Context: an optimization exercise on an open-source flow, tuned for small area. The choices shown serve that exercise and are no tape-out recipe.
Where RTL was checked, it was by simulation tests only, not by an equivalence proof against the original.
Power is estimated from default activity; no workload was simulated.

==> inputs of raven <==
Design matrix_alu, start of the top module:
module matrix_alu (
    input  logic        clk,
    input  logic        reset,
    input  logic        start,
    input  logic [2:0]  op,
    input  logic [15:0] a,
    input  logic [15:0] b,
    input  logic [3:0]  scalar,
    output logic [35:0] result,
    output logic [8:0]  det,
    output logic        singular,
    output logic        done
);
    logic [2:0]  opr;       
    logic [15:0] ar;        
    logic [15:0] br;        
    always_ff @(posedge clk) begin
        if (reset) done <= 1'b0;
        else       done <= start;
    end
    logic [15:0] b_in;
    always_comb begin
        case (op)
            3'd1:    b_in = ~b;
            3'd2:    b_in = {scalar, b[11:4], scalar};
            3'd4:    b_in = {a[15:12], a[7:4], a[11:8], a[3:0]};
            3'd5:    b_in = {a[3:0], ~a[11:8], ~a[7:4], a[15:12]};
            default: b_in = b;
        endcase
    end
    always_ff @(posedge clk) begin
        if (reset) begin
            opr       <= 3'd7;
            ar[15:8]  <= 8'd0;
        end else if (start) begin
            opr       <= (op == 3'd7) ? 3'd6 : op;
            ar[15:8]  <= a[15:8];
        end
    end
    always_ff @(posedge clk) begin
        if (start) begin
            ar[7:0] <= a[7:0];
            br      <= b_in;
        end
    end
    logic [3:0] a11, a12, a21, a22, b11, b12, b21, b22;
    assign {a11, a12, a21, a22} = ar;
    assign {b11, b12, b21, b22} = br;
    logic f01, f23, f3, en, cin_d, cin_o, kill;
    assign f01   = (opr[2:1] == 2'b00);
    assign f23   = (opr[2:1] == 2'b01);
    assign f3    = (opr == 3'd3);
    assign en    = ~opr[1];
    assign cin_d = (opr == 3'd1);
    assign cin_o = (opr[1:0] == 2'b01);
    logic [3:0] y11, y12, y21, y22;
  ...
Settings: LEC_CHECK=0, CAP_MARGIN=20, CORE_MARGIN=2, CORE_UTILIZATION=40, SLEW_MARGIN=20, SYNTH_HIERARCHICAL=1; clock period 8.0 ns.
standard.sh (not shown) runs the stock make flow with config.mk's settings and CLKGATE_MAP_FILE= SYNTH_SCRIPT=/design/flow/synth_recipe.tcl, a recipe that flattens the netlist after the stock synthesis.
==> flow/flow/run.sh <==
#!/bin/bash
set -euo pipefail
cd "$(dirname "$0")/.."
export BUFFER_PORTS_ARGS="-buffer_cell sky130_fd_sc_hd__buf_1"
export CTS_ARGS="-sink_clustering_enable -repair_clock_nets -buf_list sky130_fd_sc_hd__clkbuf_4 -dont_use_dummy_load"
bash standard.sh > standard.log 2>&1
==> ember (differences from raven) <==
--- a/flow/design.v
+++ b/flow/design.v
@@ -72,82 +72,103 @@
 endmodule
 module out_and (
     input  logic a,
     input  logic b,
     output logic y
 );
     assign y = a & b;
 endmodule
+module sel4 (
+    input  logic [3:0] s,
+    input  logic [3:0] d,
+    output logic       y
+);
+    assign y = |(s & d);
+endmodule
+module sel3_n (
+    input  logic [2:0] s,
+    input  logic [2:0] d,
+    output logic       y
+);
+    assign y = ~|(s & d);
+endmodule
 `timescale 1ns/1ps
 module matrix_alu (
     input  logic        clk,
     input  logic        reset,
     input  logic        start,
     input  logic [2:0]  op,
     input  logic [15:0] a,
     input  logic [15:0] b,
     input  logic [3:0]  scalar,
     output logic [35:0] result,
     output logic [8:0]  det,
     output logic        singular,
     output logic        done
 );
     logic [2:0]  opr;       
     logic [15:0] ar;        
-    logic [15:0] br;        
+    logic [15:0] brx;       
     always_ff @(posedge clk) begin
         if (reset) done <= 1'b0;
         else       done <= start;
     end
-    logic [15:0] b_in;
-    always_comb begin
-        case (op)
-            3'd1:    b_in = ~b;
-            3'd2:    b_in = {scalar, b[11:4], scalar};
-            3'd4:    b_in = {a[15:12], a[7:4], a[11:8], a[3:0]};
-            3'd5:    b_in = {a[3:0], ~a[11:8], ~a[7:4], a[15:12]};
-            default: b_in = b;
-        endcase
+    logic sel_b, sel_s, sel_t, sel_d, sel_o;
+    assign sel_s = (op == 3'd2);
+    assign sel_t = (op == 3'd4);
+    assign sel_d = (op == 3'd5);
+    assign sel_b = ~(sel_s | sel_t | sel_d);        
+    assign sel_o = ~(sel_t | sel_d);                
+    logic [15:0] b_in_x;
+    for (genvar k = 0; k < 4; k++) begin : g_bin
+        sel4 u_11 (.s({sel_b, sel_s, sel_t, sel_d}),
+                   .d({b[12 + k], scalar[k], a[12 + k], a[k]}), .y(b_in_x[12 + k]));
+        sel3_n u_12 (.s({sel_o, sel_t, sel_d}),
+                     .d({b[8 + k], a[4 + k], a[8 + k]}), .y(b_in_x[8 + k]));
+        sel3_n u_21 (.s({sel_o, sel_t, sel_d}),
+                     .d({b[4 + k], a[8 + k], a[4 + k]}), .y(b_in_x[4 + k]));
+        sel4 u_22 (.s({sel_b, sel_s, sel_t, sel_d}),
+                   .d({b[k], scalar[k], a[k], a[12 + k]}), .y(b_in_x[k]));
     end
     always_ff @(posedge clk) begin
         if (reset) begin
             opr       <= 3'd7;
             ar[15:8]  <= 8'd0;
         end else if (start) begin
             opr       <= (op == 3'd7) ? 3'd6 : op;
             ar[15:8]  <= a[15:8];
         end
     end
     always_ff @(posedge clk) begin
         if (start) begin
             ar[7:0] <= a[7:0];
-            br      <= b_in;
+            brx     <= b_in_x;
         end
     end
     logic [3:0] a11, a12, a21, a22, b11, b12, b21, b22;
     assign {a11, a12, a21, a22} = ar;
-    assign {b11, b12, b21, b22} = br;
+    assign {b11, b12, b21, b22} = {brx[15:12], ~brx[11:4], brx[3:0]};
     logic f01, f23, f3, en, cin_d, cin_o, kill;
     assign f01   = (opr[2:1] == 2'b00);
     assign f23   = (opr[2:1] == 2'b01);
     assign f3    = (opr == 3'd3);
     assign en    = ~opr[1];
     assign cin_d = (opr == 3'd1);
     assign cin_o = (opr[1:0] == 2'b01);
     logic [3:0] y11, y12, y21, y22;
     assign y11 = ({4{f23}} & b11) | {3'b000, f01};
     assign y22 = ({4{f23}} & b22) | {3'b000, f01};
     assign y12 = {4{f3}} & b12;
     assign y21 = {4{f3}} & b21;
     logic [3:0] v11, v12, v21, v22;
-    assign v11 = {4{en}} & b11;
-    assign v12 = {4{en}} & b12;
-    assign v21 = {4{en}} & b21;
-    assign v22 = {4{en}} & b22;
+    assign v11 = {4{en}} & (b11 ^ {4{cin_d}});
+    assign v12 = {4{en}} & (b12 ^ {4{cin_o}});
+    assign v21 = {4{en}} & (b21 ^ {4{cin_o}});
+    assign v22 = {4{en}} & (b22 ^ {4{cin_d}});
     logic [8:0] p11, p12, p21, p22;
     logic [7:0] dv;
     wire [3:0] a11_n = ~a11;
     wire [3:0] a12_n = ~a12;
     wire [3:0] a21_n = ~a21;
     wire [3:0] a22_n = ~a22;
     wire [3:0] y11_n = ~y11;
     wire [3:0] y12_n = ~y12;
==> amber (differences from raven) <==
==> flow/flow/run.sh (replaced) <==
#!/bin/bash
set -euo pipefail
cd "$(dirname "$0")/.."
export BUFFER_PORTS_ARGS="-buffer_cell sky130_fd_sc_hd__buf_1"
export CTS_ARGS="-sink_clustering_enable -repair_clock_nets -buf_list {sky130_fd_sc_hd__clkbuf_4 sky130_fd_sc_hd__clkbuf_8} -root_buf sky130_fd_sc_hd__clkbuf_8 -dont_use_dummy_load"
bash standard.sh > standard.log 2>&1
==> comparison table <==
	raven	amber	ember
Met1 usage	0.293	0.293	0.307
Met1 Routed Length	7.11 mm	7.18 mm	6.58 mm
Sequential Power Share	0.263	0.255	0.251
Clock network latency to the later pin of the worst-skew pair	0.32 ns	0.28 ns	0.33 ns
Routed length on met3	1.17 mm	1.07 mm	1.02 mm
Mean post-synth cell area	9.82 um2	9.82 um2	10.0 um2
Die X-Extent	127 um	127 um	123 um
Multi-input gates	492	492	461
Share of the synthesized area in the top cell type	0.406	0.406	0.429
Library cells used by synthesis	41	41	37
DIE AREA	16000 um2	16000 um2	15200 um2
Clock Power Share	0.088	0.116	0.081
Share of cell area taken by multi-input logic gates	0.728	0.724	0.714
DPL Wire Length	13.3 mm	13.3 mm	12.6 mm
Total length of routed wires	16.4 mm	16.4 mm	14.7 mm
Max-slew headroom at the worst pin	0.267	0.262	0.362
Worst reg2reg endpoint	opr[1]$_SDFFE_PP1P_	opr[1]$_SDFFE_PP1P_	opr[0]$_SDFFE_PP1P_
Portion of the post-synthesis area used by sequential elements	0.160	0.160	0.169
Result of the run	finished clean	finished clean	finished clean
For raven and amber, only the layout was checked, not whether the RTL still works.

========
==> 08-23 <==
matrix_alu, a different RTL version from the one above (not shown whole).
export LEC_CHECK = 0
export CAP_MARGIN = 20
export CORE_MARGIN = 2
export CORE_UTILIZATION = 40
export SLEW_MARGIN = 20
export SYNTH_HIERARCHICAL = 1
create_clock -name core_clock -period 8.0 [get_ports {clk}]
==> flow/flow/run.sh <==
#!/bin/bash
set -euo pipefail
cd "$(dirname "$0")/.."
export BUFFER_PORTS_ARGS="-buffer_cell sky130_fd_sc_hd__buf_1"
export CTS_ARGS="-sink_clustering_enable -repair_clock_nets -buf_list sky130_fd_sc_hd__clkbuf_4 -dont_use_dummy_load"
export GLOBAL_PLACEMENT_ARGS="-keep_resize_below_overflow 0"
bash standard.sh > standard.log 2>&1
==> 12-07: changes against 08-23 <==
--- a/flow/design.v
+++ b/flow/design.v
@@ -110,26 +110,10 @@
     input  logic b,
     output logic y
 );
     assign y = a | b;
 endmodule
-module inj_p (
-    input  logic x,
-    input  logic y,
-    input  logic v,
-    output logic p
-);
-    assign p = (x & y) | v;
-endmodule
-module inj_n (
-    input  logic x,
-    input  logic y,
-    input  logic v,
-    output logic p
-);
-    assign p = ~((x & y) | v);
-endmodule
 `timescale 1ns/1ps
 module matrix_alu (
     input  logic        clk,
     input  logic        reset,
     input  logic        start,
@@ -235,52 +219,44 @@
     pp_nor u_pp_a112_y111 (.an(a11_n[2]), .bn(y11_n[1]), .y(pp_a112_y111));
     wire pp_a112_y112;
     pp_nor u_pp_a112_y112 (.an(a11_n[2]), .bn(y11_n[2]), .y(pp_a112_y112));
     wire pp_a113_y113;
     pp_nor u_pp_a113_y113 (.an(a11_n[3]), .bn(y11_n[3]), .y(pp_a113_y113));
-    wire pj_a120_y21;
-    inj_p u_pj_a120_y21 (.x(a12[0]), .y(y21[0]), .v(v11[0]), .p(pj_a120_y21));
     wire pp_a120_y211;
     pp_nor u_pp_a120_y211 (.an(a12_n[0]), .bn(y21_n[1]), .y(pp_a120_y211));
     wire pp_a120_y212;
     pp_nor u_pp_a120_y212 (.an(a12_n[0]), .bn(y21_n[2]), .y(pp_a120_y212));
-    wire pj_a121_y21;
-    inj_p u_pj_a121_y21 (.x(a12[1]), .y(y21[0]), .v(v11[1]), .p(pj_a121_y21));
     wire pp_a121_y211;
     pp_nor u_pp_a121_y211 (.an(a12_n[1]), .bn(y21_n[1]), .y(pp_a121_y211));
     wire pp_a121_y212;
     pp_nor u_pp_a121_y212 (.an(a12_n[1]), .bn(y21_n[2]), .y(pp_a121_y212));
-    wire pj_a122_y21;
-    inj_p u_pj_a122_y21 (.x(a12[2]), .y(y21[0]), .v(v11[2]), .p(pj_a122_y21));
     wire pp_a122_y211;
     pp_nor u_pp_a122_y211 (.an(a12_n[2]), .bn(y21_n[1]), .y(pp_a122_y211));
     wire pp_a122_y212;
     pp_nor u_pp_a122_y212 (.an(a12_n[2]), .bn(y21_n[2]), .y(pp_a122_y212));
-    wire pj_a123_y21;
-    inj_n u_pj_a123_y21 (.x(a12[3]), .y(y21[0]), .v(v11[3]), .p(pj_a123_y21));
     wire pp_a123_y213;
     pp_nor u_pp_a123_y213 (.an(a12_n[3]), .bn(y21_n[3]), .y(pp_a123_y213));
     wire p11_0, p11_1;
-    csa_fa u_p11_0 (.a(pp_a110_y110), .b(pj_a120_y21), .c(cin_d), .s(p11_0), .co(p11_1));
+    csa_fa u_p11_0 (.a(pp_a110_y110), .b(((a12[0] & y21[0]) | v11[0])), .c(cin_d), .s(p11_0), .co(p11_1));
     wire p11_2, p11_3;
     csa_fa u_p11_2 (.a(pp_a110_y111), .b(pp_a111_y110), .c(pp_a120_y211), .s(p11_2), .co(p11_3));
     wire p11_4, p11_5;
-    csa_fa u_p11_4 (.a(pj_a121_y21), .b(p11_1), .c(p11_2), .s(p11_4), .co(p11_5));
+    csa_fa u_p11_4 (.a(((a12[1] & y21[0]) | v11[1])), .b(p11_1), .c(p11_2), .s(p11_4), .co(p11_5));
     wire p11_6, p11_7;
     csa_fa u_p11_6 (.a(pp_a110_y112), .b(pp_a111_y111), .c(pp_a112_y110), .s(p11_6), .co(p11_7));
     wire p11_8, p11_9;
-    csa_fa u_p11_8 (.a(pp_a120_y212), .b(pp_a121_y211), .c(pj_a122_y21), .s(p11_8), .co(p11_9));
+    csa_fa u_p11_8 (.a(pp_a120_y212), .b(pp_a121_y211), .c(((a12[2] & y21[0]) | v11[2])), .s(p11_8), .co(p11_9));
     wire p11_10, p11_11;
     csa_fa u_p11_10 (.a(p11_3), .b(p11_6), .c(p11_8), .s(p11_10), .co(p11_11));
     wire p11_12, p11_13;
     csa_ha u_p11_12 (.a(p11_5), .b(p11_10), .s(p11_12), .co(p11_13));
     wire p11_14, p11_15;
     csa_fa u_p11_14 (.a(~(a11[0] & y11[3])), .b(pp_a111_y112), .c(pp_a112_y111), .s(p11_14), .co(p11_15));
     wire p11_16, p11_17;
     csa_fa u_p11_16 (.a(~(a11[3] & y11[0])), .b(~(a12[0] & y21[3])), .c(pp_a121_y212), .s(p11_16), .co(p11_17));
     wire p11_18, p11_19;
-    csa_fa u_p11_18 (.a(pp_a122_y211), .b(pj_a123_y21), .c(p11_7), .s(p11_18), .co(p11_19));
+    csa_fa u_p11_18 (.a(pp_a122_y211), .b(~((a12[3] & y21[0]) | v11[3])), .c(p11_7), .s(p11_18), .co(p11_19));
     wire p11_20, p11_21;
     csa_fa u_p11_20 (.a(p11_9), .b(p11_14), .c(p11_16), .s(p11_20), .co(p11_21));
     wire p11_22, p11_23;
     csa_fa u_p11_22 (.a(p11_11), .b(p11_18), .c(p11_20), .s(p11_22), .co(p11_23));
     wire p11_24, p11_25;
@@ -315,30 +291,22 @@
     wire p11_52, p11_53;
     csa_fa u_p11_52 (.a(p11_50), .b(p11_45), .c(p11_47), .s(p11_52), .co(p11_53));
     wire p11_54, p11_55;
     csa_fa u_p11_54 (.a(p11_49), .b(p11_51), .c(p11_53), .s(p11_54), .co(p11_55));
     wire p11_56 = ~p11_55;
-    wire pj_a110_y12;
-    inj_p u_pj_a110_y12 (.x(a11[0]), .y(y12[0]), .v(v12[0]), .p(pj_a110_y12));
     wire pp_a110_y121;
     pp_nor u_pp_a110_y121 (.an(a11_n[0]), .bn(y12_n[1]), .y(pp_a110_y121));
     wire pp_a110_y122;
     pp_nor u_pp_a110_y122 (.an(a11_n[0]), .bn(y12_n[2]), .y(pp_a110_y122));
-    wire pj_a111_y12;
-    inj_p u_pj_a111_y12 (.x(a11[1]), .y(y12[0]), .v(v12[1]), .p(pj_a111_y12));
     wire pp_a111_y121;
     pp_nor u_pp_a111_y121 (.an(a11_n[1]), .bn(y12_n[1]), .y(pp_a111_y121));
     wire pp_a111_y122;
     pp_nor u_pp_a111_y122 (.an(a11_n[1]), .bn(y12_n[2]), .y(pp_a111_y122));
-    wire pj_a112_y12;
-    inj_p u_pj_a112_y12 (.x(a11[2]), .y(y12[0]), .v(v12[2]), .p(pj_a112_y12));
     wire pp_a112_y121;
     pp_nor u_pp_a112_y121 (.an(a11_n[2]), .bn(y12_n[1]), .y(pp_a112_y121));
     wire pp_a112_y122;
     pp_nor u_pp_a112_y122 (.an(a11_n[2]), .bn(y12_n[2]), .y(pp_a112_y122));
-    wire pj_a113_y12;
-    inj_n u_pj_a113_y12 (.x(a11[3]), .y(y12[0]), .v(v12[3]), .p(pj_a113_y12));
     wire pp_a113_y123;
     pp_nor u_pp_a113_y123 (.an(a11_n[3]), .bn(y12_n[3]), .y(pp_a113_y123));
     wire pp_a120_y220;
     pp_nor u_pp_a120_y220 (.an(a12_n[0]), .bn(y22_n[0]), .y(pp_a120_y220));
     wire pp_a120_y221;
@@ -358,27 +326,27 @@
     wire pp_a122_y222;
     pp_nor u_pp_a122_y222 (.an(a12_n[2]), .bn(y22_n[2]), .y(pp_a122_y222));
     wire pp_a123_y223;
     pp_nor u_pp_a123_y223 (.an(a12_n[3]), .bn(y22_n[3]), .y(pp_a123_y223));
     wire p12_57, p12_58;
-    csa_fa u_p12_57 (.a(pj_a110_y12), .b(pp_a120_y220), .c(cin_o), .s(p12_57), .co(p12_58));
+    csa_fa u_p12_57 (.a(((a11[0] & y12[0]) | v12[0])), .b(pp_a120_y220), .c(cin_o), .s(p12_57), .co(p12_58));
     wire p12_59, p12_60;
-    csa_fa u_p12_59 (.a(pp_a110_y121), .b(pj_a111_y12), .c(pp_a120_y221), .s(p12_59), .co(p12_60));
+    csa_fa u_p12_59 (.a(pp_a110_y121), .b(((a11[1] & y12[0]) | v12[1])), .c(pp_a120_y221), .s(p12_59), .co(p12_60));
     wire p12_61, p12_62;
     csa_fa u_p12_61 (.a(pp_a121_y220), .b(p12_58), .c(p12_59), .s(p12_61), .co(p12_62));
     wire p12_63, p12_64;
-    csa_fa u_p12_63 (.a(pp_a110_y122), .b(pp_a111_y121), .c(pj_a112_y12), .s(p12_63), .co(p12_64));
+    csa_fa u_p12_63 (.a(pp_a110_y122), .b(pp_a111_y121), .c(((a11[2] & y12[0]) | v12[2])), .s(p12_63), .co(p12_64));
     wire p12_65, p12_66;
     csa_fa u_p12_65 (.a(pp_a120_y222), .b(pp_a121_y221), .c(pp_a122_y220), .s(p12_65), .co(p12_66));
     wire p12_67, p12_68;
     csa_fa u_p12_67 (.a(p12_60), .b(p12_63), .c(p12_65), .s(p12_67), .co(p12_68));
     wire p12_69, p12_70;
     csa_ha u_p12_69 (.a(p12_62), .b(p12_67), .s(p12_69), .co(p12_70));
     wire p12_71, p12_72;
     csa_fa u_p12_71 (.a(~(a11[0] & y12[3])), .b(pp_a111_y122), .c(pp_a112_y121), .s(p12_71), .co(p12_72));
     wire p12_73, p12_74;
-    csa_fa u_p12_73 (.a(pj_a113_y12), .b(~(a12[0] & y22[3])), .c(pp_a121_y222), .s(p12_73), .co(p12_74));
+    csa_fa u_p12_73 (.a(~((a11[3] & y12[0]) | v12[3])), .b(~(a12[0] & y22[3])), .c(pp_a121_y222), .s(p12_73), .co(p12_74));
     wire p12_75, p12_76;
     csa_fa u_p12_75 (.a(pp_a122_y221), .b(~(a12[3] & y22[0])), .c(p12_64), .s(p12_75), .co(p12_76));
     wire p12_77, p12_78;
     csa_fa u_p12_77 (.a(p12_66), .b(p12_71), .c(p12_73), .s(p12_77), .co(p12_78));
     wire p12_79, p12_80;
@@ -435,52 +403,44 @@
     pp_nor u_pp_a212_y111 (.an(a21_n[2]), .bn(y11_n[1]), .y(pp_a212_y111));
     wire pp_a212_y112;
     pp_nor u_pp_a212_y112 (.an(a21_n[2]), .bn(y11_n[2]), .y(pp_a212_y112));
     wire pp_a213_y113;
     pp_nor u_pp_a213_y113 (.an(a21_n[3]), .bn(y11_n[3]), .y(pp_a213_y113));
-    wire pj_a220_y21;
-    inj_p u_pj_a220_y21 (.x(a22[0]), .y(y21[0]), .v(v21[0]), .p(pj_a220_y21));
     wire pp_a220_y211;
     pp_nor u_pp_a220_y211 (.an(a22_n[0]), .bn(y21_n[1]), .y(pp_a220_y211));
     wire pp_a220_y212;
     pp_nor u_pp_a220_y212 (.an(a22_n[0]), .bn(y21_n[2]), .y(pp_a220_y212));
-    wire pj_a221_y21;
-    inj_p u_pj_a221_y21 (.x(a22[1]), .y(y21[0]), .v(v21[1]), .p(pj_a221_y21));
     wire pp_a221_y211;
     pp_nor u_pp_a221_y211 (.an(a22_n[1]), .bn(y21_n[1]), .y(pp_a221_y211));
     wire pp_a221_y212;
     pp_nor u_pp_a221_y212 (.an(a22_n[1]), .bn(y21_n[2]), .y(pp_a221_y212));
-    wire pj_a222_y21;
-    inj_p u_pj_a222_y21 (.x(a22[2]), .y(y21[0]), .v(v21[2]), .p(pj_a222_y21));
     wire pp_a222_y211;
     pp_nor u_pp_a222_y211 (.an(a22_n[2]), .bn(y21_n[1]), .y(pp_a222_y211));
     wire pp_a222_y212;
     pp_nor u_pp_a222_y212 (.an(a22_n[2]), .bn(y21_n[2]), .y(pp_a222_y212));
-    wire pj_a223_y21;
-    inj_n u_pj_a223_y21 (.x(a22[3]), .y(y21[0]), .v(v21[3]), .p(pj_a223_y21));
     wire pp_a223_y213;
     pp_nor u_pp_a223_y213 (.an(a22_n[3]), .bn(y21_n[3]), .y(pp_a223_y213));
     wire p21_114, p21_115;
-    csa_fa u_p21_114 (.a(pp_a210_y110), .b(pj_a220_y21), .c(cin_o), .s(p21_114), .co(p21_115));
+    csa_fa u_p21_114 (.a(pp_a210_y110), .b(((a22[0] & y21[0]) | v21[0])), .c(cin_o), .s(p21_114), .co(p21_115));
     wire p21_116, p21_117;
     csa_fa u_p21_116 (.a(pp_a210_y111), .b(pp_a211_y110), .c(pp_a220_y211), .s(p21_116), .co(p21_117));
     wire p21_118, p21_119;
-    csa_fa u_p21_118 (.a(pj_a221_y21), .b(p21_115), .c(p21_116), .s(p21_118), .co(p21_119));
+    csa_fa u_p21_118 (.a(((a22[1] & y21[0]) | v21[1])), .b(p21_115), .c(p21_116), .s(p21_118), .co(p21_119));
     wire p21_120, p21_121;
     csa_fa u_p21_120 (.a(pp_a210_y112), .b(pp_a211_y111), .c(pp_a212_y110), .s(p21_120), .co(p21_121));
     wire p21_122, p21_123;
-    csa_fa u_p21_122 (.a(pp_a220_y212), .b(pp_a221_y211), .c(pj_a222_y21), .s(p21_122), .co(p21_123));
+    csa_fa u_p21_122 (.a(pp_a220_y212), .b(pp_a221_y211), .c(((a22[2] & y21[0]) | v21[2])), .s(p21_122), .co(p21_123));
     wire p21_124, p21_125;
     csa_fa u_p21_124 (.a(p21_117), .b(p21_120), .c(p21_122), .s(p21_124), .co(p21_125));
     wire p21_126, p21_127;
     csa_ha u_p21_126 (.a(p21_119), .b(p21_124), .s(p21_126), .co(p21_127));
     wire p21_128, p21_129;
     csa_fa u_p21_128 (.a(~(a21[0] & y11[3])), .b(pp_a211_y112), .c(pp_a212_y111), .s(p21_128), .co(p21_129));
     wire p21_130, p21_131;
     csa_fa u_p21_130 (.a(~(a21[3] & y11[0])), .b(~(a22[0] & y21[3])), .c(pp_a221_y212), .s(p21_130), .co(p21_131));
     wire p21_132, p21_133;
-    csa_fa u_p21_132 (.a(pp_a222_y211), .b(pj_a223_y21), .c(p21_121), .s(p21_132), .co(p21_133));
+    csa_fa u_p21_132 (.a(pp_a222_y211), .b(~((a22[3] & y21[0]) | v21[3])), .c(p21_121), .s(p21_132), .co(p21_133));
     wire p21_134, p21_135;
     csa_fa u_p21_134 (.a(p21_123), .b(p21_128), .c(p21_130), .s(p21_134), .co(p21_135));
     wire p21_136, p21_137;
     csa_fa u_p21_136 (.a(p21_125), .b(p21_132), .c(p21_134), .s(p21_136), .co(p21_137));
     wire p21_138, p21_139;
@@ -515,30 +475,22 @@
     wire p21_166, p21_167;
     csa_fa u_p21_166 (.a(p21_164), .b(p21_159), .c(p21_161), .s(p21_166), .co(p21_167));
     wire p21_168, p21_169;
     csa_fa u_p21_168 (.a(p21_163), .b(p21_165), .c(p21_167), .s(p21_168), .co(p21_169));
     wire p21_170 = ~p21_169;
-    wire pj_a210_y12;
-    inj_p u_pj_a210_y12 (.x(a21[0]), .y(y12[0]), .v(v22[0]), .p(pj_a210_y12));
     wire pp_a210_y121;
     pp_nor u_pp_a210_y121 (.an(a21_n[0]), .bn(y12_n[1]), .y(pp_a210_y121));
     wire pp_a210_y122;
     pp_nor u_pp_a210_y122 (.an(a21_n[0]), .bn(y12_n[2]), .y(pp_a210_y122));
-    wire pj_a211_y12;
-    inj_p u_pj_a211_y12 (.x(a21[1]), .y(y12[0]), .v(v22[1]), .p(pj_a211_y12));
     wire pp_a211_y121;
     pp_nor u_pp_a211_y121 (.an(a21_n[1]), .bn(y12_n[1]), .y(pp_a211_y121));
     wire pp_a211_y122;
     pp_nor u_pp_a211_y122 (.an(a21_n[1]), .bn(y12_n[2]), .y(pp_a211_y122));
-    wire pj_a212_y12;
-    inj_p u_pj_a212_y12 (.x(a21[2]), .y(y12[0]), .v(v22[2]), .p(pj_a212_y12));
     wire pp_a212_y121;
     pp_nor u_pp_a212_y121 (.an(a21_n[2]), .bn(y12_n[1]), .y(pp_a212_y121));
     wire pp_a212_y122;
     pp_nor u_pp_a212_y122 (.an(a21_n[2]), .bn(y12_n[2]), .y(pp_a212_y122));
-    wire pj_a213_y12;
-    inj_n u_pj_a213_y12 (.x(a21[3]), .y(y12[0]), .v(v22[3]), .p(pj_a213_y12));
     wire pp_a213_y123;
     pp_nor u_pp_a213_y123 (.an(a21_n[3]), .bn(y12_n[3]), .y(pp_a213_y123));
     wire pp_a220_y220;
     pp_nor u_pp_a220_y220 (.an(a22_n[0]), .bn(y22_n[0]), .y(pp_a220_y220));
     wire pp_a220_y221;
@@ -558,27 +510,27 @@
     wire pp_a222_y222;
     pp_nor u_pp_a222_y222 (.an(a22_n[2]), .bn(y22_n[2]), .y(pp_a222_y222));
     wire pp_a223_y223;
     pp_nor u_pp_a223_y223 (.an(a22_n[3]), .bn(y22_n[3]), .y(pp_a223_y223));
     wire p22_171, p22_172;
-    csa_fa u_p22_171 (.a(pj_a210_y12), .b(pp_a220_y220), .c(cin_d), .s(p22_171), .co(p22_172));
+    csa_fa u_p22_171 (.a(((a21[0] & y12[0]) | v22[0])), .b(pp_a220_y220), .c(cin_d), .s(p22_171), .co(p22_172));
     wire p22_173, p22_174;
-    csa_fa u_p22_173 (.a(pp_a210_y121), .b(pj_a211_y12), .c(pp_a220_y221), .s(p22_173), .co(p22_174));
+    csa_fa u_p22_173 (.a(pp_a210_y121), .b(((a21[1] & y12[0]) | v22[1])), .c(pp_a220_y221), .s(p22_173), .co(p22_174));
     wire p22_175, p22_176;
     csa_fa u_p22_175 (.a(pp_a221_y220), .b(p22_172), .c(p22_173), .s(p22_175), .co(p22_176));
     wire p22_177, p22_178;
-    csa_fa u_p22_177 (.a(pp_a210_y122), .b(pp_a211_y121), .c(pj_a212_y12), .s(p22_177), .co(p22_178));
+    csa_fa u_p22_177 (.a(pp_a210_y122), .b(pp_a211_y121), .c(((a21[2] & y12[0]) | v22[2])), .s(p22_177), .co(p22_178));
     wire p22_179, p22_180;
     csa_fa u_p22_179 (.a(pp_a220_y222), .b(pp_a221_y221), .c(pp_a222_y220), .s(p22_179), .co(p22_180));
     wire p22_181, p22_182;
     csa_fa u_p22_181 (.a(p22_174), .b(p22_177), .c(p22_179), .s(p22_181), .co(p22_182));
     wire p22_183, p22_184;
     csa_ha u_p22_183 (.a(p22_176), .b(p22_181), .s(p22_183), .co(p22_184));
     wire p22_185, p22_186;
     csa_fa u_p22_185 (.a(~(a21[0] & y12[3])), .b(pp_a211_y122), .c(pp_a212_y121), .s(p22_185), .co(p22_186));
     wire p22_187, p22_188;
-    csa_fa u_p22_187 (.a(pj_a213_y12), .b(~(a22[0] & y22[3])), .c(pp_a221_y222), .s(p22_187), .co(p22_188));
+    csa_fa u_p22_187 (.a(~((a21[3] & y12[0]) | v22[3])), .b(~(a22[0] & y22[3])), .c(pp_a221_y222), .s(p22_187), .co(p22_188));
     wire p22_189, p22_190;
     csa_fa u_p22_189 (.a(pp_a222_y221), .b(~(a22[3] & y22[0])), .c(p22_178), .s(p22_189), .co(p22_190));
     wire p22_191, p22_192;
     csa_fa u_p22_191 (.a(p22_180), .b(p22_185), .c(p22_187), .s(p22_191), .co(p22_192));
     wire p22_193, p22_194;
==> notes.md <==
	12-07	08-23
Met2 wire length	7626 µm	7968 µm
End of the worst register-to-register path	opr[1]	opr[0]
Hold_sp	br[3]	br[11]
Combinational gate power	572 µW	564 µW
Synth Area in XOR/XNOR	3.016%	4.300%
Switching fraction of total power	47.55%	47.44%
Achievable Freq	0.1328 GHz	0.1315 GHz
Cell count after synthesis	586	580
Synth cell types	32	31
Area growth, synth to finish	8.027%	8.601%
Clock network share of area	0.6297%	0.6285%
Total detailed-routing wirelength	16310 µm	16560 µm
Weighted congestion reported at the end of routability-driven placement	0.9368	0.9094
Fraction of the mapped netlist area in compound gates	11.43%	10.60%
Layout Cells excl Fill	828	825
Worst relative slew slack	43.75%	45.00%
Power consumed by sequential cells	245 µW	246 µW
Length of routed wiring on met1	7063 µm	7079 µm
First DRT Iteration DRCs	346	386
Filler Cells Inserted	1402	1412
Met2 usage	37.01%	38.73%
Outcome	complete, no violations	complete, no violations
Function not checked in 08-23: the RTL went through the layout flow alone.

[afterwards: timing with drivers on the ports]
The flow's constraints put no driver on any port. The routed layouts listed below were extracted and timed again, unchanged, in two steps.
Step 1, drivers: a clkbuf_16 drives clk and a buf_2 each remaining input, both assumed.
Step 2 adds t to the input delays and takes it off the output delays; t is the mean of the earliest and latest rising clock arrival at the registers after step 1. Input paths then give back, and output paths get back, about the clock's delay inside the block.
Three values: ideal, step 1, step 2; two values: the first two.
| run | t (ns) | setup WS [ns] | worst hold slack (ns) | latest minus earliest clock arrival (ns) | worst slew at a driven data input, ns |
|---|---|---|---|---|---|
| raven | 0.350 | 0.458 / 0.433 / 0.783 | 0.578 / 0.578 / 0.578 | 0.021 / 0.021 | 0.04 |
| ember | 0.337 | 0.521 / 0.499 / 0.836 | 0.604 / 0.604 / 0.604 | 0.038 / 0.038 | 0.03 |
| amber | 0.306 | 0.486 / 0.459 / 0.765 | 0.571 / 0.571 / 0.571 | 0.014 / 0.013 | 0.04 |
| 08-23 | 0.341 | 0.395 / 0.372 / 0.713 | 0.597 / 0.597 / 0.597 | 0.036 / 0.036 | 0.04 |
| 12-07 | 0.352 | 0.472 / 0.448 / 0.800 | 0.606 / 0.606 / 0.606 | 0.015 / 0.014 | 0.04 |
After both steps every run listed still meets setup and hold.
